This design comes from an exercise in tuning for a short achievable clock period and few clock cycles per item on the open sky130 flow, not from production work. No functional check of the RTL was part of this run.

--- flow/design.v ---
package sha1s_pkg;
   localparam int WORD_W  = 32;
   localparam int COUNT_W = 61;
   localparam logic [WORD_W-1:0] H0_INIT = 32'h67452301;
   localparam logic [WORD_W-1:0] H1_INIT = 32'hefcdab89;
   localparam logic [WORD_W-1:0] H2_INIT = 32'h98badcfe;
   localparam logic [WORD_W-1:0] H3_INIT = 32'h10325476;
   localparam logic [WORD_W-1:0] H4_INIT = 32'hc3d2e1f0;
   localparam logic [WORD_W-1:0] K_CH  = 32'h5a827999;
   localparam logic [WORD_W-1:0] K_P1  = 32'h6ed9eba1;
   localparam logic [WORD_W-1:0] K_MAJ = 32'h8f1bbcdc;
   localparam logic [WORD_W-1:0] K_P2  = 32'hca62c1d6;
   localparam logic [7:0] PAD_BYTE = 8'h80;
endpackage
import sha1s_pkg::*;
module sha1s_front (
   input  logic         clock,
   input  logic         reset,
   input  logic         head_valid,
   input  logic [7:0]   head_byte,
   input  logic         head_has,
   input  logic         head_last,
   output logic         pop,
   output logic [511:0] blk_words,
   output logic         blk_ready,
   output logic         blk_final,
   input  logic         blk_take
);
   typedef enum logic [1:0] {
      ST_DATA = 2'd0,
      ST_PAD1 = 2'd1,
      ST_PAD2 = 2'd2
   } front_state_type;
   front_state_type state_ff;
   logic [5:0]      pos_ff;       
   logic [54:0]     blocks_ff;    
   logic [7:0]      buf_ff [64];
   logic            ready_ff, final_ff;
   logic            wr_byte, wr_pad, wr_len, done_msg, blk_full;
   logic [63:0]     len_bits;
   assign pop      = (state_ff == ST_DATA) && !ready_ff;
   assign wr_byte  = pop && head_valid && head_has;
   assign blk_full = wr_byte && (pos_ff == 6'd63);
   assign wr_pad   = (state_ff == ST_PAD1) && !ready_ff;
   assign wr_len   = (wr_pad && (pos_ff < 6'd56)) || ((state_ff == ST_PAD2) && !ready_ff);
   assign done_msg = wr_len;
   assign len_bits = {blocks_ff, pos_ff, 3'b000};
   always_ff @(posedge clock) begin
      if (reset) begin
         state_ff  <= ST_DATA;
         pos_ff    <= '0;
         blocks_ff <= '0;
         ready_ff  <= 1'b0;
         final_ff  <= 1'b0;
      end else begin
         if (blk_take) begin
            ready_ff <= 1'b0;
            final_ff <= 1'b0;
         end
         unique case (state_ff)
            ST_DATA: begin
               if (pop && head_valid) begin
                  if (head_has) begin
                     pos_ff <= pos_ff + 1'b1;
                     if (blk_full) begin
                        blocks_ff <= blocks_ff + 1'b1;
                        ready_ff  <= 1'b1;
                     end
                  end
                  if (head_last) begin
                     state_ff <= ST_PAD1;
                  end
               end
            end
            ST_PAD1: begin
               if (!ready_ff) begin
                  ready_ff <= 1'b1;
                  state_ff <= wr_len ? ST_DATA : ST_PAD2;
               end
            end
            ST_PAD2: begin
               if (!ready_ff) begin
                  ready_ff <= 1'b1;
                  state_ff <= ST_DATA;
               end
            end
            default: begin
               state_ff <= ST_DATA;
            end
         endcase
         if (done_msg) begin
            final_ff  <= 1'b1;
            pos_ff    <= '0;
            blocks_ff <= '0;
         end
      end
   end
   always_ff @(posedge clock) begin
      for (int j = 0; j < 64; j++) begin
         if (reset || blk_take) begin
            buf_ff[j] <= 8'h00;
         end else if (wr_byte && (pos_ff == j)) begin
            buf_ff[j] <= head_byte;
         end else if (wr_pad && (pos_ff == j)) begin
            buf_ff[j] <= PAD_BYTE;
         end else if (wr_len && (j >= 56)) begin
            buf_ff[j] <= len_bits[8*(63-j) +: 8];
         end
      end
   end
   always_comb begin
      for (int j = 0; j < 64; j++) begin
         blk_words[8*(63-j) +: 8] = buf_ff[j];
      end
   end
   assign blk_ready = ready_ff;
   assign blk_final = final_ff;
endmodule
import sha1s_pkg::*;
module sha1s_queue #(
   parameter int DEPTH = 4
) (
   input  logic       clock,
   input  logic       reset,
   input  logic       req_valid,
   output logic       req_stall,
   input  logic [7:0] req_data_byte,
   input  logic       req_has_byte,
   input  logic       req_last,
   input  logic       pop,
   output logic       head_valid,
   output logic [7:0] head_byte,
   output logic       head_has,
   output logic       head_last
);
   localparam int PTR_W = $clog2(DEPTH);
   localparam int CNT_W = $clog2(DEPTH + 1);
   localparam logic [CNT_W:0] STALL_AT = DEPTH;
   logic             in_v_ff, in_has_ff, in_last_ff;
   logic [7:0]       in_byte_ff;
   logic             stall_ff;
   logic [9:0]       entries_ff [DEPTH];
   logic [PTR_W-1:0] wr_ptr_ff, rd_ptr_ff;
   logic [CNT_W-1:0] fill_ff, fill_in;
   logic             push, do_pop;
   assign req_stall = stall_ff;
   assign push       = in_v_ff && (in_has_ff || in_last_ff);
   assign head_valid = (fill_ff != '0);
   assign do_pop     = pop && head_valid;
   assign {head_byte, head_has, head_last} = entries_ff[rd_ptr_ff];
   always_comb begin
      fill_in = fill_ff;
      if (push && !do_pop) begin
         fill_in = fill_ff + 1'b1;
      end else if (do_pop && !push) begin
         fill_in = fill_ff - 1'b1;
      end
   end
   always_ff @(posedge clock) begin
      in_byte_ff <= req_data_byte;
      in_has_ff  <= req_has_byte;
      in_last_ff <= req_last;
      if (push) begin
         entries_ff[wr_ptr_ff] <= {in_byte_ff, in_has_ff, in_last_ff};
      end
   end
   always_ff @(posedge clock) begin
      if (reset) begin
         in_v_ff   <= 1'b0;
         stall_ff  <= 1'b0;
         wr_ptr_ff <= '0;
         rd_ptr_ff <= '0;
         fill_ff   <= '0;
      end else begin
         in_v_ff  <= req_valid && !stall_ff;
         stall_ff <= ({1'b0, fill_in} + {{CNT_W{1'b0}}, !stall_ff}) >= STALL_AT;
         fill_ff  <= fill_in;
         if (push) begin
            wr_ptr_ff <= wr_ptr_ff + 1'b1;
         end
         if (do_pop) begin
            rd_ptr_ff <= rd_ptr_ff + 1'b1;
         end
      end
   end
endmodule
import sha1s_pkg::*;
module sha1s_core (
   input  logic         clock,
   input  logic         reset,
   input  logic [511:0] blk_words,
   input  logic         blk_ready,
   input  logic         blk_final,
   output logic         blk_take,
   output logic         rsp_valid,
   input  logic         rsp_stall,
   output logic [31:0]  rsp_digest_word_a,
   output logic [31:0]  rsp_digest_word_b,
   output logic [31:0]  rsp_digest_word_c,
   output logic [31:0]  rsp_digest_word_d,
   output logic [31:0]  rsp_digest_word_e
);
   function automatic logic [WORD_W-1:0] rotl1(input logic [WORD_W-1:0] v);
      rotl1 = {v[WORD_W-2:0], v[WORD_W-1]};
   endfunction
   function automatic logic [WORD_W-1:0] rotl5(input logic [WORD_W-1:0] v);
      rotl5 = {v[WORD_W-6:0], v[WORD_W-1:WORD_W-5]};
   endfunction
   function automatic logic [WORD_W-1:0] rotl30(input logic [WORD_W-1:0] v);
      rotl30 = {v[1:0], v[WORD_W-1:2]};
   endfunction
   function automatic logic [WORD_W-1:0] f_fn(input logic ch, input logic maj,
                                              input logic [WORD_W-1:0] x,
                                              input logic [WORD_W-1:0] y,
                                              input logic [WORD_W-1:0] z);
      if (ch) begin
         f_fn = (x & y) | (~x & z);
      end else if (maj) begin
         f_fn = (x & y) | (x & z) | (y & z);
      end else begin
         f_fn = x ^ y ^ z;
      end
   endfunction
   function automatic logic [WORD_W-1:0] k_fn(input logic [6:0] r);
      if (r < 7'd20) begin
         k_fn = K_CH;
      end else if (r < 7'd40) begin
         k_fn = K_P1;
      end else if (r < 7'd60) begin
         k_fn = K_MAJ;
      end else begin
         k_fn = K_P2;
      end
   endfunction
   localparam logic [WORD_W-1:0] Q_NEW =
      ((H1_INIT & H2_INIT) | (~H1_INIT & H3_INIT)) + H4_INIT + K_CH;
   localparam logic [WORD_W-1:0] P1_NEW = H3_INIT + K_CH;
   localparam logic [WORD_W-1:0] P2_NEW = H2_INIT + K_CH;
   logic [WORD_W-1:0] a_ff, b_ff, c_ff, d_ff, e_ff;
   logic [WORD_W-1:0] q_ff;      
   logic [WORD_W-1:0] p1_ff;     
   logic [WORD_W-1:0] p2_ff;     
   logic [WORD_W-1:0] k1_ff;     
   logic [WORD_W-1:0] k2_ff;     
   logic [WORD_W-1:0] h_ff   [5];
   logic [WORD_W-1:0] win_ff [16];    
   logic [WORD_W-1:0] dig_ff [5];
   logic [5:0]        j_ff;           
   logic              last_ff;        
   logic              prep_ff;        
   logic              fin_ff;         
   logic              ch1_ff, maj1_ff, ch2_ff, maj2_ff;
   logic              rsp_valid_ff;
   logic [WORD_W-1:0] blk_w [16];
   logic [WORD_W-1:0] a1, q1, a2, q_next, p1_next, p2_next;
   logic [WORD_W-1:0] q_load, p1_load, p2_load;
   logic [WORD_W-1:0] sum1, sum2, sum3, sum4;
   logic [5:0]        j_in;
   logic [6:0]        r3, r4;
   logic              step, emit, take;
   always_comb begin
      for (int i = 0; i < 16; i++) begin
         blk_w[i] = blk_words[511 - 32*i -: 32];
      end
   end
   assign step = !prep_ff && (!last_ff || !fin_ff || !rsp_valid_ff);
   assign emit = !prep_ff && last_ff && fin_ff && !rsp_valid_ff;
   assign take = prep_ff && blk_ready;
   assign blk_take = take;
   assign a1      = rotl5(a_ff) + q_ff;
   assign q1      = f_fn(ch1_ff, maj1_ff, a_ff, rotl30(b_ff), c_ff) + p1_ff;
   assign a2      = rotl5(a1) + q1;
   assign q_next  = f_fn(ch2_ff, maj2_ff, a1, rotl30(a_ff), rotl30(b_ff)) + p2_ff;
   assign p1_next = rotl30(b_ff) + k1_ff + win_ff[3];
   assign p2_next = rotl30(a_ff) + k2_ff + win_ff[4];
   assign sum1 = h_ff[1] + rotl5(a_ff) + q_ff;
   assign sum2 = h_ff[2] + rotl30(a_ff);
   assign sum3 = h_ff[3] + rotl30(b_ff);
   assign sum4 = h_ff[4] + c_ff;
   always_comb begin
      if (fin_ff) begin
         q_load  = Q_NEW + blk_w[0];
         p1_load = P1_NEW + blk_w[1];
         p2_load = P2_NEW + blk_w[2];
      end else begin
         q_load  = f_fn(1'b1, 1'b0, b_ff, c_ff, d_ff) + e_ff + K_CH + blk_w[0];
         p1_load = d_ff + K_CH + blk_w[1];
         p2_load = c_ff + K_CH + blk_w[2];
      end
   end
   assign j_in = take ? 6'd0 : j_ff + 1'b1;
   assign r3   = {j_in, 1'b1} + 7'd2;
   assign r4   = {j_in, 1'b0} + 7'd4;
   always_ff @(posedge clock) begin
      if (reset) begin
         prep_ff      <= 1'b1;
         last_ff      <= 1'b0;
         fin_ff       <= 1'b1;
         rsp_valid_ff <= 1'b0;
      end else begin
         rsp_valid_ff <= emit || (rsp_valid_ff && rsp_stall);
         if (step) begin
            last_ff <= (j_ff == 6'd38);
            if (last_ff) begin
               prep_ff <= 1'b1;
            end
         end
         if (take) begin
            last_ff <= 1'b0;
            prep_ff <= 1'b0;
            fin_ff  <= blk_final;
         end
      end
   end
   always_ff @(posedge clock) begin
      if (step || take) begin
         j_ff    <= j_in;
         ch1_ff  <= ({j_in, 1'b1} < 7'd20);
         maj1_ff <= ({j_in, 1'b1} >= 7'd40) && ({j_in, 1'b1} < 7'd60);
         ch2_ff  <= ({j_in, 1'b0} + 7'd2 < 7'd20);
         maj2_ff <= ({j_in, 1'b0} + 7'd2 >= 7'd40) && ({j_in, 1'b0} + 7'd2 < 7'd60);
         k1_ff   <= (j_in == 6'd38) ? (h_ff[0] + K_P2) : k_fn(r3);
         k2_ff   <= k_fn(r4);
      end
      if (step) begin
         a_ff  <= a2;
         q_ff  <= q_next;
         p1_ff <= p1_next;
         p2_ff <= p2_next;
         for (int i = 0; i < 14; i++) begin
            win_ff[i] <= win_ff[i + 2];
         end
         win_ff[14] <= rotl1(win_ff[13] ^ win_ff[8] ^ win_ff[2] ^ win_ff[0]);
         win_ff[15] <= rotl1(win_ff[14] ^ win_ff[9] ^ win_ff[3] ^ win_ff[1]);
         if (last_ff) begin
            b_ff <= sum1;
            c_ff <= sum2;
            d_ff <= sum3;
            e_ff <= sum4;
         end else begin
            b_ff <= a1;
            c_ff <= rotl30(a_ff);
            d_ff <= rotl30(b_ff);
         end
      end
      if (take) begin
         q_ff  <= q_load;
         p1_ff <= p1_load;
         p2_ff <= p2_load;
         for (int i = 0; i < 16; i++) begin
            win_ff[i] <= blk_w[i];
         end
         if (fin_ff) begin
            a_ff <= H0_INIT;
            b_ff <= H1_INIT;
            c_ff <= H2_INIT;
            d_ff <= H3_INIT;
         end
      end
   end
   always_ff @(posedge clock) begin
      if (reset || emit) begin
         h_ff[0] <= H0_INIT;
         h_ff[1] <= H1_INIT;
         h_ff[2] <= H2_INIT;
         h_ff[3] <= H3_INIT;
         h_ff[4] <= H4_INIT;
      end else if (step && last_ff) begin
         h_ff[0] <= a2;
         h_ff[1] <= sum1;
         h_ff[2] <= sum2;
         h_ff[3] <= sum3;
         h_ff[4] <= sum4;
      end
   end
   always_ff @(posedge clock) begin
      if (emit) begin
         dig_ff[0] <= a2;
         dig_ff[1] <= sum1;
         dig_ff[2] <= sum2;
         dig_ff[3] <= sum3;
         dig_ff[4] <= sum4;
      end
   end
   assign rsp_valid         = rsp_valid_ff;
   assign rsp_digest_word_a = dig_ff[0];
   assign rsp_digest_word_b = dig_ff[1];
   assign rsp_digest_word_c = dig_ff[2];
   assign rsp_digest_word_d = dig_ff[3];
   assign rsp_digest_word_e = dig_ff[4];
endmodule
import sha1s_pkg::*;
module sha1_stream_hasher #(
   parameter int QUEUE_DEPTH = 8
) (
   input  logic        clock,
   input  logic        reset,
   input  logic        req_valid,
   output logic        req_stall,
   input  logic [7:0]  req_data_byte,
   input  logic        req_has_byte,
   input  logic        req_last,
   output logic        rsp_valid,
   input  logic        rsp_stall,
   output logic [31:0] rsp_digest_word_a,
   output logic [31:0] rsp_digest_word_b,
   output logic [31:0] rsp_digest_word_c,
   output logic [31:0] rsp_digest_word_d,
   output logic [31:0] rsp_digest_word_e
);
   logic         pop, head_valid, head_has, head_last;
   logic [7:0]   head_byte;
   logic [511:0] blk_words;
   logic         blk_ready, blk_final, blk_take;
   sha1s_queue #(
      .DEPTH (QUEUE_DEPTH)
   ) u_queue (
      .clock         (clock),
      .reset         (reset),
      .req_valid     (req_valid),
      .req_stall     (req_stall),
      .req_data_byte (req_data_byte),
      .req_has_byte  (req_has_byte),
      .req_last      (req_last),
      .pop           (pop),
      .head_valid    (head_valid),
      .head_byte     (head_byte),
      .head_has      (head_has),
      .head_last     (head_last)
   );
   sha1s_front u_front (
      .clock      (clock),
      .reset      (reset),
      .head_valid (head_valid),
      .head_byte  (head_byte),
      .head_has   (head_has),
      .head_last  (head_last),
      .pop        (pop),
      .blk_words  (blk_words),
      .blk_ready  (blk_ready),
      .blk_final  (blk_final),
      .blk_take   (blk_take)
   );
   sha1s_core u_core (
      .clock             (clock),
      .reset             (reset),
      .blk_words         (blk_words),
      .blk_ready         (blk_ready),
      .blk_final         (blk_final),
      .blk_take          (blk_take),
      .rsp_valid         (rsp_valid),
      .rsp_stall         (rsp_stall),
      .rsp_digest_word_a (rsp_digest_word_a),
      .rsp_digest_word_b (rsp_digest_word_b),
      .rsp_digest_word_c (rsp_digest_word_c),
      .rsp_digest_word_d (rsp_digest_word_d),
      .rsp_digest_word_e (rsp_digest_word_e)
   );
endmodule
--- flow/run.sh ---
#!/bin/bash
# synth_recipe.tcl (not shown) runs the flow's synth.tcl, then flattens the netlist and writes it again
# the make line also repeats each setting of config.mk as NAME=value (left out here)
make -C /OpenROAD-flow-scripts/flow DESIGN_CONFIG=/design/flow/config.mk WORK_HOME=/design/flow/orfs CLKGATE_MAP_FILE= SYNTH_SCRIPT=/design/flow/synth_recipe.tcl finish
--- flow/config.mk ---
export PLATFORM = sky130hd
export DESIGN_NAME = sha1_stream_hasher
export DESIGN_NICKNAME = sha1_stream_hasher
export VERILOG_FILES = /design/flow/design.v
export SDC_FILE = /design/flow/constraint.sdc
export NUM_CORES = 4
export LEC_CHECK = 0
export ABC_CLOCK_PERIOD_IN_PS = 1500
export CAP_MARGIN = 20
export CORE_MARGIN = 2
export CORE_UTILIZATION = 40
export SETUP_SLACK_MARGIN = 5
export SLEW_MARGIN = 20
--- flow/constraint.sdc ---
create_clock -name core_clock -period 8.0 [get_ports {clock}]
set_input_delay 1.6000 -clock core_clock [delete_from_list [all_inputs] [get_ports {clock}]]
set_output_delay 1.6000 -clock core_clock [all_outputs]
set_load 0.01 [all_outputs]
==> impl_results.md <==
- Fmax: 164.2 MHz
- Hold crit path type: register to register
- Vias in the first global route: 81270
- Most used cell, CP: buf_4
- Post-synthesis sequential area ratio: 0.4587
- Met1 usage: 0.4342
- Post-DR wirelength/cell: 29.21 um
- IO Port Bufs: 175
- Crit path kind: register to register
- CP delay by family, top: compound AO/OA/AOI/OAI gates
- Multi-input logic area: 57940 um2
- GPL Wtd Cong: 0.9960
- Nets: 12010
- Worst skew pair latency: 0.90 ns
- Die Area: 254600 um2
- Total Wirelength: 432500 um
- EDFF count, synth: 935
- Max stage delay cell, worst path: o41a_1
- WHS: 0.4605 ns
- Peak fanout along the critical path: 4
- Fill cells: 22710
- Hold-fix buffers, CTS: 0
- Final Max Tran Viols: 0
- Yosys top cell area share: 0.2801
- Least-Margin Pin Slew: 1.336 ns
- Global-route wire length before repair: 602300 um
- Data arrival, critical path: 6.72 ns
- Final hold violations: 0
- Core box area: 248900 um2
- DRT Pass-1 Iters: 8
- Worst relative slew slack: 0.1093
- Number of remaining DRC errors: 0
- DRT iter0 DRCs: 9475
- Syn Area/Cell: 9.370 um2
- Grt total ovfl: 0
- DP HPWL: 310200 um
- Synth-to-Final Area Change: 24.84%
- Via count: 85900
- Clk sinks: 1829
- Fin crit period: 6.092 ns
- CP required: 8.63 ns
- CTS tree: done
- Critical path's largest stage delay: 0.56 ns
- Tcrit/Tclk final: 0.7615
- Yosys warning count: 64
- Share of layout cells above drive strength 1: 0.2142
- Site Rows: 183
- Clk buf depth: 3
- Sequential cell area: 46160 um2
- Setup Skew: 0.07803 ns
- Met2 Usage GRT: 0.5098
- Gr busiest metal: met2
- Crit end category: register
- Netlist Area Pre-Place: 100200 um2
- Status: complete, no violations
- Main area contributors after synthesis: edfxtp_1 28%, dfxtp_1 18%, nand2_1 7.8%, ha_1 6.1%, fa_1 4.4%
- I/O pin count: 176
- CP bufs+invs: 5
- Yosys top cell by area: edfxtp_1
- Final setup viols: 0
- Max H-tree Level: 4
- Die width: 504.6 um
- CTS clock-pin slew for the worst setup and hold paths: 0.06 ns
- Setup TNS: 0 ns
- Grt met3 use: 0.04725
- Syn_nets: 11420
- Root buffer cell: clkbuf_16
- Inserted Clock Buffers: 206
- Vias per cell: 5.801
- Die Y: 504.6 um
- RSZ-0062 raised after global routing: true
- Initial Util: 0.4027
- Tot GR Track Use: 0.3265
- Antenna violations before repair: 33
- Remaining antenna violation count: 0
- Cells after Synth: 10700
- FF-to-FF setup slack: 1.91 ns
- Flops & latches, synth: 1829
- Post-synth cell types: 105
- Max-cap violations: 0
- Startpoint Class: register
- Ys async rst share: 0
- Main synth FF type: edfxtp_1
- Pin count of the biggest net entering global routing: 190
-- cells in the final DEF, fill, tap and decap left out, types with 63 or more instances in the layout --
master and n:
a21oi_2 214, inv_1 405, o21ai_1 89, clkbuf_16 208
dfxtp_1 826, a21o_1 199, a21oi_1 451, mux2i_1 124
fa_1 204, ha_1 407, nor2b_1 77, o21ai_0 439
xor2_1 147, nand3_1 101, edfxtp_1 935, a22oi_1 397
a211oi_1 85, ha_4 66, nor2_1 971, nand2_1 1978
xnor2_1 390, buf_4 492, nand2_2 70, o211ai_1 118
nor3_1 63, xnor2_2 91, buf_6 190, buf_2 149
-- sequential cells by signal, indices dropped and copies added (netlist names), 55 cells and up, named ones only --
register,flops
u_front.blocks_ff,55
u_core.win_ff,512
u_core.h_ff,160
u_queue.entries_ff,80
u_core.dig_ff,160
u_front.buf_ff,512
-- cells by family after synthesis --
group / after synthesis / share of synthesized area
compound gates: 2553 / 0.1613
flops: 1829 / 0.4587
fa+ha+maj: 713 / 0.1056
mux: 182 / 0.02111
buf+inv: 981 / 0.03750
xor+xnor: 692 / 0.06047
simple gates: 3747 / 0.1553
-- Yosys cell counts (69+ instances only) --
cell type  instances
a211oi_1         139
clkbuf_1         484
and3_1            69
a21o_1           200
xor2_1           193
inv_1            440
o21ai_0          587
nor2_1          1021
dfxtp_1          894
ha_1             491
a22oi_1          398
nand2_1         2075
mux2i_1          136
xnor2_1          499
o211ai_1         118
nor3_1            76
fa_1             222
nand3_1          136
edfxtp_1         935
nor2b_1           85
a21oi_1          699
-- what timing repair did --
action | CTS | global route
buffers inserted | 297 | 201
pin swaps | 442 | 413
gates cloned | 7 | 2
gates resized for setup | 1941 | 513
setup endpoints to repair | 2347 | 1173
hold endpoints to repair | 0 | 0
-- worst reg2reg max path: cells and delay by family, from the launching register on --
| kind | cells | cell delay, ns |
|---|---|---|
| AO/OA/AOI/OAI | 13 | 2.88 |
| AND/OR/NAND/NOR | 4 | 0.59 |
| buffers and inverters | 5 | 0.71 |
| adder cells (fa/ha/maj) | 3 | 0.76 |
| flip-flops | 1 | 0.41 |
| XOR/XNOR | 3 | 0.52 |
-- area by class of cell --
class,instances,area share
clock inverter,113,0.01146
timing repair buffer,912,0.06431
antenna,9,0.0001800
tap,3330,0.03330
inverter,441,0.01362
multi-input combinational,7893,0.4630
clock buffer,280,0.04519
sequential,1829,0.3689
-- through the flow --
step           std cells    util  area [um2]  worst slack, ns
6_report           14810  0.5027      125100            1.908
5_1_grt            14800  0.5027      125100            1.770
4_1_cts            14590  0.4861      121000            1.968
3_5_place_dp       13900  0.4280      106500           0.6207
3_3_place_gp       13900  0.4280      106500           0.6517
2_1_floorplan      10700       -      100900           0.9621
-- path summary, 6_finish.rpt --
check / start / to / cells past startpoint
max: u_core.q_ff[3] / u_core.dig_ff[0][30] / 28
min: u_front.buf_ff[63][7] / u_front.buf_ff[63][7] / 2
max reg2reg: u_core.q_ff[3] / u_core.dig_ff[0][30] / 28
min reg2reg: u_front.buf_ff[63][7] / u_front.buf_ff[63][7] / 2
-- metal layers --
metal  up-vias  wire [um]
met3       797      31220
met4         6      30090
met5         -         40
met1     42840     178100
li1      38610          -
met2      3651     193000

[re-timing with driven ports]
In the flow no input, the clock included, has a driving cell. The finished layout below was timed again as built, in two steps.
Step 1 (the two cells are an assumption about what drives the block):
set clk [get_ports {clock}]
set_driving_cell -lib_cell sky130_fd_sc_hd__clkbuf_16 $clk
set_driving_cell -lib_cell sky130_fd_sc_hd__buf_2 [delete_from_list [all_inputs] $clk]
Step 2 also shifts input and output timing later by t, the mid clock arrival at the registers, as if the neighbouring blocks saw the same clock.
Slacks: ideal ports / drivers / drivers and shift; pairs: ideal ports / drivers.
t, ns: 0.951
slack for setup (ns): 1.908 / 1.908 / 1.908
worst register clock-pin slew, ns: 0.07 / 0.07
worst data-port slew with drivers (ns): 0.07
After both steps setup and hold are still met in this run. For this run, drivers alone change the setup slack by 0.000 ns; drivers and shift together by 0.000 ns.
